Context: an optimization exercise on an open-source flow, tuned for small area, a short achievable clock period and few clock cycles per item. The choices shown serve that exercise and are no tape-out recipe.
In this exercise RTL edits were held to simulation tests only and were not proved equivalent to the original.
Power and IR drop assume default switching activity.

File: flow/run.sh
#!/bin/bash
# synth_recipe.tcl (not shown) runs the flow's synth.tcl, then flattens the netlist and writes it again
# the make line also repeats each setting of config.mk as NAME=value (left out here)
make -C /OpenROAD-flow-scripts/flow DESIGN_CONFIG=/design/flow/config.mk WORK_HOME=/design/flow/orfs CLKGATE_MAP_FILE= SYNTH_SCRIPT=/design/flow/synth_recipe.tcl finish
File: flow/config.mk
export PLATFORM = sky130hd
export DESIGN_NAME = ekf_frontend_top
export DESIGN_NICKNAME = ekf_frontend_top
export VERILOG_FILES = /design/flow/design.v
export SDC_FILE = /design/flow/constraint.sdc
export NUM_CORES = 4
export LEC_CHECK = 0
export CAP_MARGIN = 20
export CORE_MARGIN = 2
export CORE_UTILIZATION = 40
export SETUP_SLACK_MARGIN = 3.0
export SLEW_MARGIN = 20
File: flow/constraint.sdc
create_clock -name core_clock -period 5.5 [get_ports {clk}]
set_input_delay 1.1000 -clock core_clock [delete_from_list [all_inputs] [get_ports {clk}]]
set_output_delay 1.1000 -clock core_clock [all_outputs]
set_load 0.01 [all_outputs]
File: flow/design.v
`default_nettype none
package ekf_pkg;
  typedef enum logic [2:0] {
    STAGE_IDLE = 3'd0,
    STAGE_PRD  = 3'd1,
    STAGE_NEW  = 3'd2,
    STAGE_UPD  = 3'd3
  } stage_e;
  typedef logic signed [32-1:0] data_t;
  typedef logic [31:0] plb_addr_t;
  typedef logic [10-1:0] lm_idx_t;
endpackage
`default_nettype wire
`timescale 1ns/1ps
`default_nettype none
module ekf_frontend_top (
  input  wire                clk,
  input  wire                sys_rst,
  input  wire                ekf_pkg::stage_e i_stage_val,
  output logic               o_stage_rdy,
  input  wire                ekf_pkg::lm_idx_t i_l_k,
  input  wire                ekf_pkg::data_t i_rk,
  input  wire                ekf_pkg::data_t i_phi,
  output logic               o_plb_en,
  output logic               o_plb_we,
  output ekf_pkg::plb_addr_t o_plb_addr,
  output ekf_pkg::data_t     o_plb_din,
  input  wire                ekf_pkg::data_t i_plb_dout,
  output logic               o_init_predict,
  output logic               o_init_newlm,
  output logic               o_init_update,
  output ekf_pkg::data_t     o_xk,
  output ekf_pkg::data_t     o_yk,
  output ekf_pkg::data_t     o_xita,
  output ekf_pkg::data_t     o_lkx,
  output ekf_pkg::data_t     o_lky,
  input  wire                i_done_predict,
  input  wire                i_done_newlm,
  input  wire                i_done_update,
  input  wire                ekf_pkg::data_t i_result_0,
  input  wire                ekf_pkg::data_t i_result_1,
  input  wire                ekf_pkg::data_t i_result_2,
  input  wire                ekf_pkg::data_t i_result_3,
  input  wire                ekf_pkg::data_t i_result_4,
  input  wire                ekf_pkg::data_t i_result_5
);
  localparam logic [12:0] J = 13'd4096;
  typedef struct packed {
    logic a_r0, a_r1;           
    logic b_w, b_r3, b_r4;      
    logic sub;                  
    logic w_s;                  
    logic w_r0, w_r1, w_r2;     
    logic r0_r2, r0_rk, r1_phi;
    logic last;
  } ctl_t;
  logic        rdy_q;
  logic [1:0]  kind_q;
  logic [9:0]  k_q;
  logic [6:1]  ph_q;            
  logic        wait_q;          
  logic        wr_q;            
  logic [3:0]  n_q;             
  ctl_t        ctl_q;
  logic        en_q, we_q;
  logic [12:0] addr_q;
  logic        ini_p_q, ini_n_q, ini_u_q;
  logic [31:0] r0, r1, r2, r3, r4, wd;
  logic        acc, done_hit;
  logic [12:0] lm;
  assign acc = rdy_q & ~i_stage_val[2] & (i_stage_val[1] | i_stage_val[0]);
  assign done_hit = wait_q & ((kind_q == 2'd1 & i_done_predict) |
                              (kind_q == 2'd2 & i_done_newlm) |
                              (kind_q == 2'd3 & i_done_update));
  assign lm = 13'd3 + {2'b00, k_q, 1'b0};
  function automatic ctl_t ctl_of(input logic [1:0] kind, input logic [3:0] c);
    ctl_t t;
    t = '0;
    case (kind)
      2'd1: case (c)
        4'd1: begin t.a_r0 = 1; t.b_w  = 1; t.w_s = 1; t.r0_r2 = 1; end
        4'd2: begin t.a_r1 = 1; t.b_r4 = 1; t.w_s = 1; end
        4'd3: begin t.a_r0 = 1; t.b_r3 = 1; t.w_s = 1; end
        4'd4: begin t.b_r4 = 1; t.sub = 1; t.w_s = 1; end
        default: t.last = 1;
      endcase
      2'd2: case (c)
        4'd1: begin t.a_r0 = 1; t.b_r3 = 1; t.w_s = 1; end
        4'd2: begin t.a_r1 = 1; t.b_r4 = 1; t.w_s = 1; end
        4'd3: t.w_r1 = 1;
        4'd4: ;
        4'd5: t.w_r0 = 1;
        4'd6: ;
        4'd7: t.w_r2 = 1;
        default: t.last = 1;
      endcase
      default: case (c)
        4'd1, 4'd3, 4'd5, 4'd7: begin t.b_w = 1; t.sub = 1; t.w_s = 1; end
        4'd2: begin t.w_r0 = 1; t.r0_rk = 1; end
        4'd4: begin t.w_r1 = 1; t.r1_phi = 1; end
        4'd6: t.w_r2 = 1;
        4'd8: begin t.a_r0 = 1; t.b_r3 = 1; t.sub = 1; t.w_s = 1; end
        4'd9: begin t.a_r1 = 1; t.b_r4 = 1; t.sub = 1; t.w_s = 1; end
        default: t.last = 1;
      endcase
    endcase
    ctl_of = t;
  endfunction
  function automatic logic [12:0] addr_of(input logic [1:0] kind, input logic [3:0] c,
                                          input logic [12:0] lmw);
    logic [12:0] a;
    a = J;
    case (kind)
      2'd1: case (c)
        4'd1: a = J + 13'd1;
        4'd2: a = 13'd0;
        4'd3: a = 13'd1;
        4'd4: a = 13'd2;
        default: a = J;
      endcase
      2'd2: case (c)
        4'd1: a = J + 13'd2;
        4'd2: a = lmw;
        4'd3: a = lmw + 13'd1;
        4'd4: a = J;
        4'd5: a = J + 13'd3;
        4'd6: a = J + 13'd1;
        4'd7: a = J + 13'd5;
        default: a = J + 13'd4;
      endcase
      default: case (c)
        4'd1: a = J + 13'd4;
        4'd2: a = J;
        4'd3: a = J + 13'd7;
        4'd4: a = J + 13'd3;
        4'd5: a = J + 13'd2;
        4'd6: a = J + 13'd6;
        4'd7: a = J + 13'd5;
        4'd8: a = J + 13'd1;
        4'd9: a = J + 13'd8;
        default: a = J + 13'd9;
      endcase
    endcase
    addr_of = a;
  endfunction
  always_ff @(posedge clk) begin
    if (rdy_q) begin
      kind_q <= i_stage_val[1:0];
      k_q    <= i_l_k;
    end
  end
  always_ff @(posedge clk) begin
    if (sys_rst) begin
      rdy_q   <= 1'b1;
      ph_q    <= '0;
      wait_q  <= 1'b0;
      wr_q    <= 1'b0;
      n_q     <= '0;
      ctl_q   <= '0;
      en_q    <= 1'b0;
      we_q    <= 1'b0;
      addr_q  <= '0;
      ini_p_q <= 1'b0;
      ini_n_q <= 1'b0;
      ini_u_q <= 1'b0;
    end else begin
      ph_q    <= {ph_q[5:1], acc};
      ini_p_q <= ph_q[6] & (kind_q == 2'd1);
      ini_n_q <= ph_q[6] & (kind_q == 2'd2);
      ini_u_q <= ph_q[6] & (kind_q == 2'd3);
      if (acc) rdy_q <= 1'b0;
      if (acc | ph_q[1] | ph_q[2] | ph_q[3] | ph_q[4]) begin
        en_q <= 1'b1;
      end else if (!wr_q) begin
        en_q <= 1'b0;
      end
      case (1'b1)
        ph_q[1]: addr_q <= 13'd1;
        ph_q[2]: addr_q <= 13'd2;
        ph_q[3]: addr_q <= lm;
        ph_q[4]: addr_q <= lm + 13'd1;
        default: ;
      endcase
      if (rdy_q) addr_q <= 13'd0;
      if (ph_q[6]) begin
        wait_q <= 1'b1;
      end else if (done_hit) begin
        wait_q <= 1'b0;
      end
      if (done_hit) begin
        wr_q   <= 1'b1;
        en_q   <= 1'b1;
        we_q   <= 1'b1;
        addr_q <= addr_of(kind_q, 4'd1, lm);
        ctl_q  <= ctl_of(kind_q, 4'd1);
        n_q    <= 4'd2;
      end else if (wr_q) begin
        if (ctl_q.last) begin
          wr_q  <= 1'b0;
          en_q  <= 1'b0;
          we_q  <= 1'b0;
          rdy_q <= 1'b1;
          ctl_q <= '0;
        end else begin
          addr_q <= addr_of(kind_q, n_q, lm);
          ctl_q  <= ctl_of(kind_q, n_q);
          n_q    <= n_q + 4'd1;
        end
      end
    end
  end
  logic [31:0] opa, opb, sum;
  assign opa = ({32{ctl_q.a_r0}} & r0) | ({32{ctl_q.a_r1}} & r1);
  assign opb = ({32{ctl_q.b_w}} & wd) | ({32{ctl_q.b_r3}} & r3) | ({32{ctl_q.b_r4}} & r4);
  assign sum = opa + (opb ^ {32{ctl_q.sub}}) + {31'd0, ctl_q.sub};
  always_ff @(posedge clk) begin
    if (ph_q[2]) r0 <= i_plb_dout;
    else if (wait_q && kind_q != 2'd1) r0 <= i_result_3;
    else if (ctl_q.r0_r2) r0 <= r2;
    else if (ctl_q.r0_rk) r0 <= i_rk;
    if (ph_q[3]) r1 <= i_plb_dout;
    else if (wait_q && kind_q != 2'd1) r1 <= i_result_2;
    else if (ctl_q.r1_phi) r1 <= i_phi;
    if (ph_q[4]) r2 <= i_plb_dout;
    else if (wait_q && kind_q == 2'd2) r2 <= i_result_1;
    else if (wait_q && kind_q == 2'd3) r2 <= i_result_5;
    if (ph_q[5]) r3 <= i_plb_dout;
    else if (wait_q && kind_q == 2'd1) r3 <= i_result_1;
    else if (wait_q && kind_q == 2'd3) r3 <= i_result_0;
    if (ph_q[6]) r4 <= i_plb_dout;
    else if (wait_q && kind_q == 2'd1) r4 <= i_result_3;
    else if (wait_q && kind_q == 2'd3) r4 <= i_result_1;
    if (wait_q) begin
      case (kind_q)
        2'd1:    wd <= i_result_2;
        2'd2:    wd <= i_result_0;
        default: wd <= i_result_4;
      endcase
    end else if (ctl_q.w_s) wd <= sum;
    else if (ctl_q.w_r0) wd <= r0;
    else if (ctl_q.w_r1) wd <= r1;
    else if (ctl_q.w_r2) wd <= r2;
  end
  assign o_stage_rdy    = rdy_q;
  assign o_plb_en       = en_q;
  assign o_plb_we       = we_q;
  assign o_plb_addr     = {17'd0, addr_q, 2'b00};
  assign o_plb_din      = wd;
  assign o_init_predict = ini_p_q;
  assign o_init_newlm   = ini_n_q;
  assign o_init_update  = ini_u_q;
  assign o_xk           = r0;
  assign o_yk           = r1;
  assign o_xita         = r2;
  assign o_lkx          = r3;
  assign o_lky          = r4;
endmodule
`default_nettype wire
==> results of run 1 <==
==> logic make-up after synthesis <==
family,synth area share [%]
adders and majority gates,3.05
AOI/OAI and AO/OA,22.7
and+or+nand+nor,12.8
xor gates and xnor gates,3.65
buffers and inverters,4.68
DFF,41.2
other,0.0220
muxes,11.9
==> power groups by stage <==
stage	clock, W	sequential [W]	combinational, W
final	0.00217	0.00210	0.000749
after global routing	0.00225	0.00210	0.000790
after CTS	0.00218	0.00210	0.000714
after detailed placement	0	0.00215	0.000662
after global placement	0	0.00215	0.000659
after floorplan	0	0.00214	0.000256
==> cells in the mapped netlist, types with 8 or more instances <==
cell / n
a211oi_1: 22
a21o_1: 23
a21oi_1: 161
a222oi_1: 33
a22o_1: 36
a22oi_1: 54
a31oi_1: 12
and2_1: 8
buf_1: 19
buf_4: 19
clkbuf_1: 130
dfxtp_1: 45
edfxtp_1: 204
ha_1: 40
inv_1: 18
mux2i_1: 200
nand2_1: 247
nand2b_1: 18
nand3_1: 16
nand4_1: 11
nor2_1: 165
nor2b_1: 12
nor3_1: 15
o211ai_1: 9
o21ai_0: 218
o21ai_1: 16
o22ai_1: 8
xnor2_1: 55
xor2_1: 16
==> repair_timing <==
item,CTS,global route
endpoints found under the setup margin,566,138
buffers inserted,115,37
resized for setup,363,103
pin swaps,58,43
cloned,1,2
==> how the worst min path moves through the flow <==
| stage | cells after the start | endpoint |
|---|---|---|
| finish | 2 | ctl_q[1]$_SDFFE_PP0P_ |
| global route | 2 | ctl_q[1]$_SDFFE_PP0P_ |
| CTS | 2 | ctl_q[1]$_SDFFE_PP0P_ |
| detailed placement | 2 | we_q$_SDFFE_PP0P_ |
| global placement | 2 | ctl_q[2]$_SDFFE_PP0P_ |
| floorplan | 2 | ctl_q[1]$_SDFFE_PP0P_ |
==> routing by layer <==
layer  routed length [um]  track usage [%]  up-vias
met5                    0                0        -
met3                 7630             6.14      196
li1                     -                -     8169
met4                 3470             12.7        0
met1                31600             45.0     8986
met2                39900             59.7     1105
==> state kept, by name, indices dropped and copies added, names as in the netlist <==
name and count:
r2 32, addr_q 13, we_q 1, r1 32, en_q 1, wd 32, ini_p_q 1, rdy_q 1
ctl_q 14, kind_q 2, r0 32, ini_n_q 1, r3 32, ini_u_q 1, ph_q 6, wait_q 1
k_q 10, wr_q 1, n_q 4, r4 32
==> through the flow <==
stage	instances	power [W]	hold slack (ps)	setup WS (ps)
3_5_place_dp	2830	0.00281	465	1510
5_1_grt	3043	0.00515	497	1940
6_report	3043	0.00502	486	2110
3_3_place_gp	2830	0.00281	459	1630
2_1_floorplan	1919	0.00240	441	2260
4_1_cts	3002	0.00500	481	2230
==> final cells by class <==
class	instances	area [um2]	area share (%)
Multi-Input combinational cell	1480	9910	39.0
Sequential cell	249	7070	27.9
Tap cell	539	674	2.66
Antenna cell	2	5.00	0.0197
Timing Repair Buffer	696	6590	26.0
Inverter	21	78.8	0.311
Clock buffer	37	798	3.15
Clock inverter	19	254	1.00
==> worst register-to-register path, delay by kind of cell (launching register included) <==
family | cells | cell delay (ps)
compound gates | 9 | 1850
flops | 1 | 400
buf+inv | 2 | 320
fa+ha+maj | 1 | 310
xor+xnor | 1 | 180
simple gates | 1 | 90
==> flow_metrics.env, run 1 <==
export IMPL_initial_core_util_pct=40.6
export IMPL_clkLatencyLatePin_ps=580
export IMPL_crit_family="compound AO/OA/AOI/OAI gates"
export IMPL_wl_um=82600
export IMPL_synthTopCellsByArea="edfxtp_1, mux2i_1, o21ai_0"
export IMPL_hp_class="reg -> reg"
export IMPL_slowest_delay_ps=400
export IMPL_switching_share_pct=25.4
export IMPL_power_switching_w=0.00128
export IMPL_areaGrowthSynthToFinish_pct=48.9
export IMPL_clk_pin_slew_ps=60
export IMPL_layout_common_cells="clkdlybuf4s50_1, nand2_1, o21ai_0"
export IMPL_r2r_worst_path_cells=14
export IMPL_grt_max_degree=75
export IMPL_cts_buffers=30
export IMPL_holdBufCountCts=0
export IMPL_synth_edff_count=204
export IMPL_ios=536
export IMPL_ys_seq_area_share_pct=41.2
export IMPL_grt_ovfl_total=0
export IMPL_rsz0062_at_grt="yes"
export IMPL_cts_root_buf="clkbuf_16"
export IMPL_final_common_cell="clkdlybuf4s50_1"
export IMPL_setup_viol=0
export IMPL_startpoint_type="flop"
export IMPL_fin_tns_setup_ps=0
export IMPL_end_kind="flop"
export IMPL_final_area_um2=25400
export IMPL_drv_slew=0
export IMPL_power_share_clock_pct=43.2
export IMPL_grt_pass1_vias=17669
export IMPL_netlist_area_um2=17000
export IMPL_fillers=3737
export IMPL_nNetsFinal=2825
export IMPL_crit_path_top_delay_cell="dfxtp_4"
export IMPL_leakage_nw=10.0
export IMPL_fmax_mhz=295
export IMPL_cts_sinks=249
export IMPL_synthDistinctLibCells=63
export IMPL_path_buf_inv=2
export IMPL_worstPathRequired_ps=5830
export IMPL_drcViolationCount=0
export IMPL_status="finished clean"
export IMPL_cp_arrival_ps=3720
export IMPL_io_buffer_count=516
export IMPL_combPwrFrac_pct=14.9
export IMPL_fin_worst_skew_ps=20.0
export IMPL_grt_use_total_pct=35.1
export IMPL_fp_dieH_um=210
export IMPL_fin_util_pct=60.4
export IMPL_cts_tree="yes"
export IMPL_routedWlPerCell_um=27.2
export IMPL_seqPwrFrac_pct=41.9
export IMPL_r2r_end="wd[31]$_DFFE_PP_"
export IMPL_clock_tree_htree_level_count=1
export IMPL_placed_cell_area_um2=22600
export IMPL_viasPerCell=6.07
export IMPL_crit_path_cell_trace="buf_12 > a222oi_1 > xnor2_1 > ha_2 > a21o_1 > a21o_1 > a21oi_2 > o211ai_1 > a21oi_2 > o21ai_2 > buf_4 > nand4_1 > o21ai_1 > o31a_1"
export IMPL_rr_startpoint="ctl_q[11]$_SDFFE_PP0P_"
export IMPL_period_needed_ps=3390
export IMPL_yosys_warnings=1
export IMPL_slew_headroom_pct=32.0
export IMPL_die_x_um=210
export IMPL_hold_viol_final=0
export IMPL_yosys_most_used_dff="edfxtp_1"
export IMPL_clock_path_buffers=3
export IMPL_worstHoldStart="ctl_q[1]$_SDFFE_PP0P_"
export IMPL_period_share_pct=61.7
export IMPL_die_area_um2=44300
export IMPL_async_reset_ff_share_pct=0
export IMPL_drtIter0Drc=2014
export IMPL_rows=75
export IMPL_synth_largest_area_cell="edfxtp_1"
export IMPL_tightestPinTransition_ps=1020
export IMPL_drive_above_1_share_pct=14.8
export IMPL_yosysTopAreaCellShare_pct=35.9
export IMPL_rrSetupSlack_ps=2110
export IMPL_cp_startpoint="ctl_q[11]$_SDFFE_PP0P_"
export IMPL_internal_power_w=0.00375
export IMPL_avgSynthCellArea_um2=8.97
export IMPL_synth_seq_cells=249
export IMPL_synth_cells=1901
export IMPL_crit_path_max_fanout=7
export IMPL_place_congestion=0.931
export IMPL_dp_hpwl_um=55800
export IMPL_antenna_found_initial=3
export IMPL_vias=18456
export IMPL_power_density_nw_per_um2=198
export IMPL_coreArea_um2=42000
export IMPL_setup_worst_path_class="reg -> reg"
export IMPL_worstSetupEndpoint="wd[31]$_DFFE_PP_"
export IMPL_vdd_drop_max_mv=0.219
export IMPL_drv_cap=0
export IMPL_dr_pass1_iters=6
export IMPL_grt_pass1_wl_um=116000
export IMPL_critical_path_depth=14
export IMPL_ant_nets=0
Testbench counts, summed over its fixed seeds: cycles 24,171, stages 1,200.
==> inputs of run 2 (changes only) <==
--- a/flow/config.mk
+++ b/flow/config.mk
@@ -5,8 +5,9 @@
 export SDC_FILE = /design/flow/constraint.sdc
 export NUM_CORES = 4
 export LEC_CHECK = 0
+export ABC_CLOCK_PERIOD_IN_PS = 2500
 export CAP_MARGIN = 20
 export CORE_MARGIN = 2
 export CORE_UTILIZATION = 40
-export SETUP_SLACK_MARGIN = 3.0
+export SETUP_SLACK_MARGIN = 2.0
 export SLEW_MARGIN = 20
==> run 2 against run 1 <==
Compared with the run above: die area unchanged; combinational power down about 10%; clock skew down 2.7 ps; largest cell class unchanged; worst hold slack worse by 23 ps; sequential share of layout area up 1.8 points; largest power group unchanged; synthesized cell count unchanged; cell count down 4.6%; sequential power about the same; maximum frequency down 3.5%.
==> flow_metrics.env, run 2 <==
export IMPL_ant_nets=0
export IMPL_ys_seq_area_share_pct=41.2
export IMPL_clock_tree_htree_level_count=1
export IMPL_vdd_drop_max_mv=0.218
export IMPL_fin_worst_skew_ps=17.3
export IMPL_initial_core_util_pct=40.6
export IMPL_setup_worst_path_class="reg -> reg"
export IMPL_yosysMostFrequentCell="nand2_1"
export IMPL_rsz0062_at_grt="yes"
export IMPL_dr_pass1_iters=8
export IMPL_cp_arrival_ps=3810
export IMPL_power_density_nw_per_um2=205
export IMPL_grt_pass1_vias=16811
export IMPL_rrSetupSlack_ps=1990
export IMPL_holdBufCountCts=0
export IMPL_crit_path_top_delay_cell="a222oi_1"
export IMPL_die_area_um2=44300
export IMPL_yosys_warnings=1
export IMPL_placed_cell_area_um2=22500
export IMPL_crit_path_cell_trace="a222oi_1 > xnor2_1 > ha_2 > a21o_1 > a21o_1 > a221oi_4 > o31ai_4 > buf_4 > a21boi_4 > o31ai_4 > o31ai_2 > mux2i_1 > a211oi_1"
export IMPL_final_common_cell="clkdlybuf4s50_1"
export IMPL_async_reset_ff_share_pct=0
export IMPL_startpoint_type="flop"
export IMPL_fmax_mhz=285
export IMPL_final_area_um2=23800
export IMPL_cts_sinks=249
export IMPL_synth_xor_xnor_area_share_pct=3.65
export IMPL_die_x_um=210
export IMPL_slew_headroom_pct=26.2
export IMPL_crit_path_max_fanout=15
export IMPL_synth_seq_cells=249
export IMPL_hp_class="reg -> reg"
export IMPL_drv_slew=0
export IMPL_synthDistinctLibCells=63
export IMPL_drive_above_1_share_pct=6.31
export IMPL_synth_common_cells="nand2_1, o21ai_0, edfxtp_1"
export IMPL_synth_largest_area_cell="edfxtp_1"
export IMPL_cts_root_buf="clkbuf_16"
export IMPL_path_buf_inv=1
export IMPL_clock_path_buffers=3
export IMPL_grt_use_total_pct=33.7
export IMPL_finalPower_w=0.00490
export IMPL_status="finished clean"
export IMPL_cts_tree="yes"
export IMPL_ios=536
export IMPL_grt_ovfl_total=0
export IMPL_nNetsFinal=2684
export IMPL_yosysTopAreaCellShare_pct=35.9
export IMPL_routedWlPerCell_um=26.6
export IMPL_io_buffer_count=516
export IMPL_clkLatencyLatePin_ps=590
export IMPL_antenna_found_initial=4
export IMPL_leakage_nw=8.80
export IMPL_viasPerCell=5.96
export IMPL_clk_pin_slew_ps=60
export IMPL_layout_common_cells="clkdlybuf4s50_1, nand2_1, o21ai_0"
export IMPL_synthAdderAreaFrac_pct=3.05
export IMPL_tightestPinTransition_ps=1110
export IMPL_dp_hpwl_um=55200
export IMPL_coreArea_um2=42000
export IMPL_setup_viol=0
export IMPL_netlist_area_um2=17000
export IMPL_avgSynthCellArea_um2=8.97
export IMPL_drtIter0Drc=1837
export IMPL_rows=75
export IMPL_muxShareOfSynthArea_pct=11.9
export IMPL_synth_cells=1901
export IMPL_grt_max_degree=80
export IMPL_drcViolationCount=0
export IMPL_slowest_delay_ps=480
export IMPL_synth_edff_count=204
export IMPL_synth_top_family_by_area="compound AO/OA/AOI/OAI gates"
export IMPL_end_kind="flop"
export IMPL_place_congestion=0.913
export IMPL_fin_tns_setup_ps=0
export IMPL_worstPathRequired_ps=5790
export IMPL_wl_um=77100
export IMPL_synth_compound_area_share_pct=22.7
export IMPL_synthTopCellsByArea="edfxtp_1, mux2i_1, o21ai_0"
export IMPL_cts_buffers=30
export IMPL_vias=17296
export IMPL_period_needed_ps=3510
export IMPL_grt_pass1_wl_um=112000
export IMPL_drv_cap=0
export IMPL_fp_dieH_um=210
export IMPL_period_share_pct=63.9
export IMPL_crit_family="compound AO/OA/AOI/OAI gates"
export IMPL_fillers=3845
export IMPL_yosys_most_used_dff="edfxtp_1"
export IMPL_areaGrowthSynthToFinish_pct=39.9
export IMPL_hold_viol_final=0
export IMPL_synth_simple_area_share_pct=12.8
==> run 2: logic make-up after synthesis <==
logic type               count (synthesis)
buffers and inverters                  191
other                                    1
flip-flops                             249
AO/OA/AOI/OAI                          630
multiplexers                           202
AND/OR/NAND/NOR                        516
adder cells (fa/ha/maj)                 41
XOR/XNOR                                71
==> run 2: worst paths after layout <==
check | start | end | cells past startpoint
setup / recovery | ctl_q[11]$_SDFFE_PP0P_ | wd[30]$_DFFE_PP_ | 13
hold reg to reg | ctl_q[2]$_SDFFE_PP0P_ | ctl_q[2]$_SDFFE_PP0P_ | 2
setup reg to reg | ctl_q[11]$_SDFFE_PP0P_ | wd[30]$_DFFE_PP_ | 13
hold / removal | ctl_q[2]$_SDFFE_PP0P_ | ctl_q[2]$_SDFFE_PP0P_ | 2
==> run 2: what timing repair did <==
item,CTS,global route
buffers inserted,9,4
resized for setup,18,22
pin swaps,9,19
gates cloned,0,0
endpoints found under the setup margin,24,22
==> run 2: stage by stage <==
stage               hold slack [ps]  setup slack [ps]  utilization (%)  cells
floorplan                       441              2030                -   1919
global placement                449               923             53.5   2831
detailed placement              454               810             53.6   2831
CTS                             463              1990             56.4   2896
global route                    486              1870             56.7   2903
finish                          463              1990             56.7   2903
==> run 2: final cells by class <==
cell class	count	area, um2	area share, %
Timing Repair Buffer	556	5490	23.0
Clock buffer	33	783	3.28
Clock inverter	23	239	1.00
Tap cell	539	674	2.83
Antenna cell	3	7.51	0.0315
Sequential cell	249	7060	29.6
Multi-Input combinational cell	1479	9510	39.9
Inverter	21	78.8	0.331
==> run 2: where the power goes <==
part / switching, W / internal (W)
clock network: 0.000865 / 0.00125
registers: 0.0000368 / 0.00207
logic: 0.000341 / 0.000333
total: 0.00124 / 0.00366
==> run 2: per-layer routing <==
metal	vias to the layer above	GRT usage, %	wire [um]
met2	932	55.9	36500
met3	145	5.14	6530
met1	8329	45.2	31500
li1	7890	-	-
met4	0	10.7	2640
met5	-	0	0
==> run 2: tightest hold or removal path: cells and delay by family, from the launching register on <==
family	cells	cell delay, ps
flops	1	310
compound gates	1	50
simple gates	1	60
==> inputs of run 3 (changes only) <==
--- a/flow/config.mk
+++ b/flow/config.mk
@@ -5,9 +5,8 @@
 export SDC_FILE = /design/flow/constraint.sdc
 export NUM_CORES = 4
 export LEC_CHECK = 0
-export ABC_CLOCK_PERIOD_IN_PS = 2500
 export CAP_MARGIN = 20
 export CORE_MARGIN = 2
 export CORE_UTILIZATION = 40
-export SETUP_SLACK_MARGIN = 2.0
+export SETUP_SLACK_MARGIN = 0.2
 export SLEW_MARGIN = 20
==> run 3 against run 2 <==
Compared with the run above: largest power group unchanged; sequential cell count unchanged; design area decreased by 1.2%; clock skew increased by 0.97 ps; utilization decreased by 0.69 points; clock power about the same; count of clock-buffer cells in the layout increased by 4; routed wire length about the same; die area unchanged; synthesized cell count unchanged; non-clock buffer count decreased by 13; register-to-register slack got worse by 870 ps; critical path type unchanged.
==> flow_metrics.env, run 3 <==
export IMPL_tightestPinTransition_ps=1070
export IMPL_ys_seq_area_share_pct=41.2
export IMPL_netlist_area_um2=17000
export IMPL_holdBufCountCts=0
export IMPL_end_kind="flop"
export IMPL_wl_um=77100
export IMPL_cts_repair_resized=0
export IMPL_clock_tree_htree_level_count=1
export IMPL_dr_pass1_iters=7
export IMPL_fillers=3840
export IMPL_fin_worst_skew_ps=18.2
export IMPL_period_share_pct=79.7
export IMPL_rows=75
export IMPL_fp_dieH_um=210
export IMPL_grt_use_total_pct=33.7
export IMPL_worstPathRequired_ps=5810
export IMPL_avgSynthCellArea_um2=8.97
export IMPL_synthTopCellsByArea="edfxtp_1, mux2i_1, o21ai_0"
export IMPL_die_x_um=210
export IMPL_synth_cells=1901
export IMPL_drv_slew=0
export IMPL_postCtsSetupBuffers=0
export IMPL_regArea_um2=7050
export IMPL_io_buffer_count=516
export IMPL_die_area_um2=44300
export IMPL_synth_largest_area_cell="edfxtp_1"
export IMPL_power_switching_w=0.00124
export IMPL_yosys_most_used_dff="edfxtp_1"
export IMPL_yosys_warnings=1
export IMPL_async_reset_ff_share_pct=0
export IMPL_grtUsageMet1_pct=44.2
export IMPL_use_met3_pct=5.66
export IMPL_clock_path_buffers=3
export IMPL_drv_cap=0
export IMPL_ios=536
export IMPL_coreArea_um2=42000
export IMPL_drcViolationCount=0
export IMPL_cts_buffers=31
export IMPL_synth_seq_cells=249
export IMPL_switching_share_pct=25.3
export IMPL_areaGrowthSynthToFinish_pct=38.2
export IMPL_power_share_clock_pct=43.5
export IMPL_fin_util_pct=56.0
export IMPL_vdd_drop_max_mv=0.205
export IMPL_nNetsFinal=2672
export IMPL_internal_power_w=0.00367
export IMPL_grt_max_degree=76
export IMPL_hp_class="reg -> reg"
export IMPL_setup_worst_path_class="reg -> reg"
export IMPL_viasPerCell=5.97
export IMPL_seqPwrFrac_pct=43.0
export IMPL_initial_core_util_pct=40.6
export IMPL_setup_viol=0
export IMPL_drtIter0Drc=1702
export IMPL_combPwrFrac_pct=13.5
export IMPL_synth_common_cells="nand2_1, o21ai_0, edfxtp_1"
export IMPL_dp_hpwl_um=55600
export IMPL_slew_headroom_pct=28.7
export IMPL_met2_usage_pct=57.6
export IMPL_cts_sinks=249
export IMPL_fmax_mhz=228
export IMPL_clk_pin_slew_ps=60
export IMPL_leakage_nw=8.72
export IMPL_crit_path_max_fanout=34
export IMPL_place_congestion=0.919
export IMPL_fin_tns_setup_ps=0
export IMPL_period_needed_ps=4380
export IMPL_antenna_found_initial=4
export IMPL_ant_nets=0
export IMPL_grt_pass1_wl_um=112000
export IMPL_grt_busiest_layer="met2"
export IMPL_grt_ovfl_total=0
export IMPL_multiInputGateArea_um2=9340
export IMPL_power_density_nw_per_um2=208
export IMPL_layout_common_cells="clkdlybuf4s50_1, nand2_1, o21ai_0"
export IMPL_final_common_cell="clkdlybuf4s50_1"
export IMPL_synthDistinctLibCells=63
export IMPL_cts_tree="yes"
export IMPL_synth_edff_count=204
export IMPL_grt_pass1_vias=16876
export IMPL_routedWlPerCell_um=26.6
export IMPL_rsz0062_at_grt="no"
export IMPL_hold_viol_final=0
export IMPL_cp_arrival_ps=4690
export IMPL_yosysMostFrequentCell="nand2_1"
export IMPL_vias=17257
export IMPL_drive_above_1_share_pct=4.60
export IMPL_startpoint_type="flop"
export IMPL_status="finished clean"
export IMPL_yosysTopAreaCellShare_pct=35.9
export IMPL_clkLatencyLatePin_ps=590
export IMPL_cts_root_buf="clkbuf_16"
## run 3: logic make-up (layout without fill, tap and decap cells)
| logic type | count (synthesis) | after routing | share of synthesized area [%] |
|---|---|---|---|
| adder cells (fa/ha/maj) | 41 | 41 | 3.05 |
| AND/OR/NAND/NOR | 516 | 516 | 12.8 |
| XOR/XNOR | 71 | 71 | 3.65 |
| flip-flops | 249 | 249 | 41.2 |
| other | 1 | 22 | 0.0220 |
| buffers and inverters | 191 | 622 | 4.68 |
| AO/OA/AOI/OAI | 630 | 630 | 22.7 |
| multiplexers | 202 | 202 | 11.9 |
## run 3: cell type report
class	count	share of cell area, %
multi-input combinational	1479	39.7
inverter	21	0.335
antenna	3	0.0319
clock buffer	37	3.39
timing repair buffer	543	22.8
tap	539	2.86
clock inverter	21	0.999
sequential	249	29.9
## run 3: routing by layer
metal | vias to the layer above | wire (um)
li1 | 7864 | -
met1 | 8395 | 31700
met2 | 884 | 37400
met3 | 114 | 6060
met4 | 0 | 1920
met5 | - | 0
## run 3: power by group through the flow
stage          registers [W]  logic (W)  clock network (W)
6_report             0.00211   0.000660            0.00214
5_1_grt              0.00212   0.000707            0.00223
4_1_cts              0.00211   0.000655            0.00216
3_5_place_dp         0.00215   0.000651                  0
3_3_place_gp         0.00215   0.000648                  0
2_1_floorplan        0.00214   0.000255                  0
## run 3: final timing paths
path	startpoint	to	slack [ps]	cells past startpoint
worst min register to register	ctl_q[1]$_SDFFE_PP0P_	ctl_q[1]$_SDFFE_PP0P_	460	2
worst max register to register	ctl_q[11]$_SDFFE_PP0P_	wd[30]$_DFFE_PP_	1120	14
worst max-delay path	ctl_q[11]$_SDFFE_PP0P_	wd[30]$_DFFE_PP_	1120	14
worst min-delay path	ctl_q[1]$_SDFFE_PP0P_	ctl_q[1]$_SDFFE_PP0P_	460	2
## run 3: worst max-delay path: stages (launching register included)
cell and delay [ps]:
dfxtp_2 880, a222oi_1 270, xnor2_1 250, inv_1 90
fa_1 400, nand2b_1 200, a21oi_1 340, o211ai_1 190
o31ai_1 260, buf_4 190, a21boi_1 130, o31ai_1 510
o31ai_1 150, mux2i_1 170, a211oi_1 60
## run 3: metrics by stage
| step | cells | hold WS, ps | instance area [um2] | total power, W | worst slack, ps |
|---|---|---|---|---|---|
| global placement | 2831 | 449 | 22500 | 0.00280 | 1240 |
| finish | 2892 | 464 | 23600 | 0.00491 | 1120 |
| detailed placement | 2831 | 455 | 22500 | 0.00280 | 1190 |
| CTS | 2889 | 466 | 23600 | 0.00492 | 1180 |
| global route | 2892 | 493 | 23600 | 0.00505 | 759 |
| floorplan | 1919 | 441 | 17100 | 0.00239 | 1860 |

[port drivers added, routing unchanged]
No port has a modelled driver above. Below, the same layouts with a new extraction and two added sets of constraints. Step 1 (the two cells are an assumption about what drives the block):
set clk [get_ports {clk}]
set_driving_cell -lib_cell sky130_fd_sc_hd__clkbuf_16 $clk
set_driving_cell -lib_cell sky130_fd_sc_hd__buf_2 [delete_from_list [all_inputs] $clk]
Step 2, shift: input delay + t, output delay - t, t = (earliest + latest rising clock arrival at the registers) / 2. This alone moves slack from input paths to output paths. Three values: ideal, step 1, step 2; two values: the first two.
run	t (ns)	slack for setup (ns)	worst setup path after step 2	latest minus earliest clock arrival (ns)	slew at the worst register clock pin (ns)
run 1	0.631	2.109 / 2.109 / 2.109	register to register	0.021 / 0.021	0.07 / 0.07
run 2	0.641	1.987 / 1.987 / 1.816	input to register	0.020 / 0.020	0.06 / 0.06
run 3	0.643	1.116 / 1.116 / 1.116	register to register	0.019 / 0.018	0.07 / 0.07
After both steps every run listed still meets setup and hold. For run 2, which loses most, drivers alone change the setup slack by 0.000 ns; drivers and shift together by -0.171 ns.
